What follows belongs to an exercise in optimizing a design on an open flow for small area, a short achievable clock period and few clock cycles; a production flow would make more cautious choices.
In this exercise RTL edits were held to simulation tests only and were not proved equivalent to the original.
Power and IR drop assume default switching activity.

// ex_top
module ex_top #(
    parameter int DATA_W = ex_pkg::DATA_W_DEF
) (
    input  logic              clk,
    input  logic              reset_i,
    input  logic              in_valid_i,
    output logic              in_ready_o,
    input  ex_pkg::alu_op_t   aluop_i,
    input  logic [DATA_W-1:0] reg1_i,
    input  logic [DATA_W-1:0] reg2_i,
    input  ex_pkg::reg_addr_t wd_i,
    input  logic              wreg_i,
    output logic              out_valid_o,
    input  logic              out_ready_i,
    output ex_pkg::reg_addr_t wd_o,
    output logic              wreg_o,
    output logic [DATA_W-1:0] wdata_o,
    output logic              overflow_o
);
Size in the first run: ~230 flip-flops, roughly 25000 um2 of cells after synthesis.
clock: 25.0 ns
lec_check: 0
cap_margin: 20
core_margin: 2
core_utilization: 60
slew_margin: 20
standard.sh (not shown) runs the stock make flow with config.mk's settings and CLKGATE_MAP_FILE= SYNTH_SCRIPT=/design/flow/synth_recipe.tcl, a recipe that flattens the netlist after the stock synthesis.
==> flow/flow/run.sh <==
#!/bin/bash
# The standard layout, with repair_timing aiming at a shorter path than the
# 25 ns clock needs (a larger setup slack margin); constraints are unchanged.
set -euo pipefail
bash standard.sh SETUP_SLACK_MARGIN=19 finish > standard_flow.log 2>&1
Testbench counts at the start, summed over its fixed seeds: cycles 6,532.
Edit:
==> flow/flow/run.sh (replaced) <==
#!/bin/bash
# The standard layout, with repair_timing aiming at a shorter path than the
# 25 ns clock needs (a larger setup slack margin) and plain buffers (not delay
# cells) on the ports; constraints are unchanged.
set -euo pipefail
bash standard.sh SETUP_SLACK_MARGIN=18.85 "BUFFER_PORTS_ARGS=-buffer_cell sky130_fd_sc_hd__buf_2" finish > standard_flow.log 2>&1
--- a/flow/config.mk
+++ b/flow/config.mk
@@ -10 +10 @@
-export CORE_UTILIZATION = 60
+export CORE_UTILIZATION = 40
Effect: Routed wire length came out higher by 5.9%. Total power came out higher by about 7%. Fmax is about the same. Worst hold slack is worse by 0.010 ns. Setup slack is worse by 0.013 ns.
Edit:
--- a/flow/flow/run.sh
+++ b/flow/flow/run.sh
@@ -6 +6 @@
-bash standard.sh SETUP_SLACK_MARGIN=18.85 "BUFFER_PORTS_ARGS=-buffer_cell sky130_fd_sc_hd__buf_2" finish > standard_flow.log 2>&1
+bash standard.sh SETUP_SLACK_MARGIN=19 "BUFFER_PORTS_ARGS=-buffer_cell sky130_fd_sc_hd__buf_2" finish > standard_flow.log 2>&1
--- a/flow/config.mk
+++ b/flow/config.mk
@@ -11,0 +12 @@
+export TNS_END_PERCENT = 20
After rerunning: The new run ran to the end with no violations. Critical path depth does not change. Register-to-register slack improves by 0.21 ns. Cell area is higher by 1.9%. Via count climbs by 1.9%. Worst setup slack is worse by 0.025 ns. Routed wire length grows by 2.5%. Synthesized area stays the same.
Edit:
--- a/flow/config.mk
+++ b/flow/config.mk
@@ -10 +10 @@
-export CORE_UTILIZATION = 40
+export CORE_UTILIZATION = 50
@@ -12 +11,0 @@
-export TNS_END_PERCENT = 20
- The new run went through all stages and came out clean
- setup slack improves by 0.049 ns
- via count falls by 0.72%
- count of clock-buffer cells in the layout rises by 3
- wire length falls by 5.2%
- sequential power rises by about 3%
- utilization rises by 11 points
- total power falls by 3.5%
- area after synthesis stays the same

---

Starting RTL as in the previous note.
## ex_top
module ex_top #(
    parameter int DATA_W = ex_pkg::DATA_W_DEF
) (
    input  logic              clk,
    input  logic              reset_i,
    input  logic              in_valid_i,
    output logic              in_ready_o,
    input  ex_pkg::alu_op_t   aluop_i,
    input  logic [DATA_W-1:0] reg1_i,
    input  logic [DATA_W-1:0] reg2_i,
    input  ex_pkg::reg_addr_t wd_i,
    input  logic              wreg_i,
    output logic              out_valid_o,
    input  logic              out_ready_i,
    output ex_pkg::reg_addr_t wd_o,
    output logic              wreg_o,
    output logic [DATA_W-1:0] wdata_o,
    output logic              overflow_o
);
    ex_pkg::alu_op_t     op;
    logic [DATA_W-1:0]   opa;
    logic [DATA_W-1:0]   opb;
    logic [DATA_W-1:0]   logic_res;
    logic [DATA_W-1:0]   shift_res;
    logic [DATA_W-1:0]   sum;
    logic                lt;
    logic [5:0]          clz;
    logic                ovf;
    logic                mul_signed;
    logic [3:0]          mul_one;
    logic [3:0]          mul_two;
    logic [3:0]          mul_neg;
    logic                mul_first;
    logic                mul_corr;
    logic [31:0]         mul_acc;
    logic [39:0]         mul_v;
    ex_ctrl #(.DATA_W(DATA_W)) u_ctrl (
        .clk          (clk),
        .reset_i      (reset_i),
        .in_valid_i   (in_valid_i),
        .in_ready_o   (in_ready_o),
        .aluop_i      (aluop_i),
        .reg1_i       (reg1_i),
        .reg2_i       (reg2_i),
        .wd_i         (wd_i),
  ...
clock: 25.0 ns
lec_check: 0
abc_area: 1
cap_margin: 20
core_margin: 2
core_utilization: 40
slew_margin: 20
==> flow/flow/run.sh <==
#!/bin/bash
# The standard layout, with repair_timing aiming at a shorter path than the
# 25 ns clock needs (a larger setup slack margin); constraints are unchanged.
set -euo pipefail
bash standard.sh SETUP_SLACK_MARGIN=19 finish > standard_flow.log 2>&1
The baseline produced a clean layout.
Testbench counts at the start, summed over its fixed seeds: cycles 6,532.
Change:
==> flow/flow/run.sh (replaced) <==
#!/bin/bash
# The standard layout, with repair_timing aiming at a shorter path than the
# 25 ns clock needs (a larger setup slack margin) and plain buffers (not delay
# cells) on the ports; constraints are unchanged.
set -euo pipefail
bash standard.sh SETUP_SLACK_MARGIN=19 "BUFFER_PORTS_ARGS=-buffer_cell sky130_fd_sc_hd__buf_2" finish > standard_flow.log 2>&1
--- a/flow/config.mk
+++ b/flow/config.mk
@@ -7,3 +7,2 @@
 export LEC_CHECK = 0
-export ABC_AREA = 1
 export CAP_MARGIN = 20
After rerunning: Hold slack gets better by 10 ps. Worst setup slack gets better by 42 ps. Wire length fell by a little under a tenth. Die area came out higher by a few percent. Combinational power drops by roughly a tenth. Design area came out lower by a few percent. Synthesized area is higher by a few percent.

[re-timing with driven ports]
The flow's constraints put no driver on any port. The routed layouts listed below were extracted and timed again, unchanged, in two steps.
Step 1, drivers: a clkbuf_16 drives clk and a buf_2 each remaining input, both assumed.
Step 2 times the ports against the registers' clock, not the clock port: input delays grow and output delays shrink by t, the midpoint of the rising clock arrivals with the driver on.
Slacks: no drivers / after step 1 / after step 2; pairs: no drivers / after step 1.
run | t (ns) | setup WS [ns] | pins driven straight from the clock port
the first run of note 1 | 0.617 | 18.755 / 18.699 / 18.478 | 1
the second run of note 1 | 0.631 | 18.742 / 18.686 / 18.461 | 1
the third run of note 1 | 0.673 | 18.717 / 18.654 / 18.668 | 1
the fourth run of note 1 | 0.627 | 18.767 / 18.711 / 18.744 | 1
the first run of note 2 | 0.625 | 18.752 / 18.692 / 18.365 | 1
the second run of note 2 | 0.621 | 18.794 / 18.739 / 18.525 | 1
After both steps every run listed still meets setup and hold. The setup slack of the first run of note 2, which loses most, moves by -0.060 ns with the drivers and by -0.387 ns with both steps.
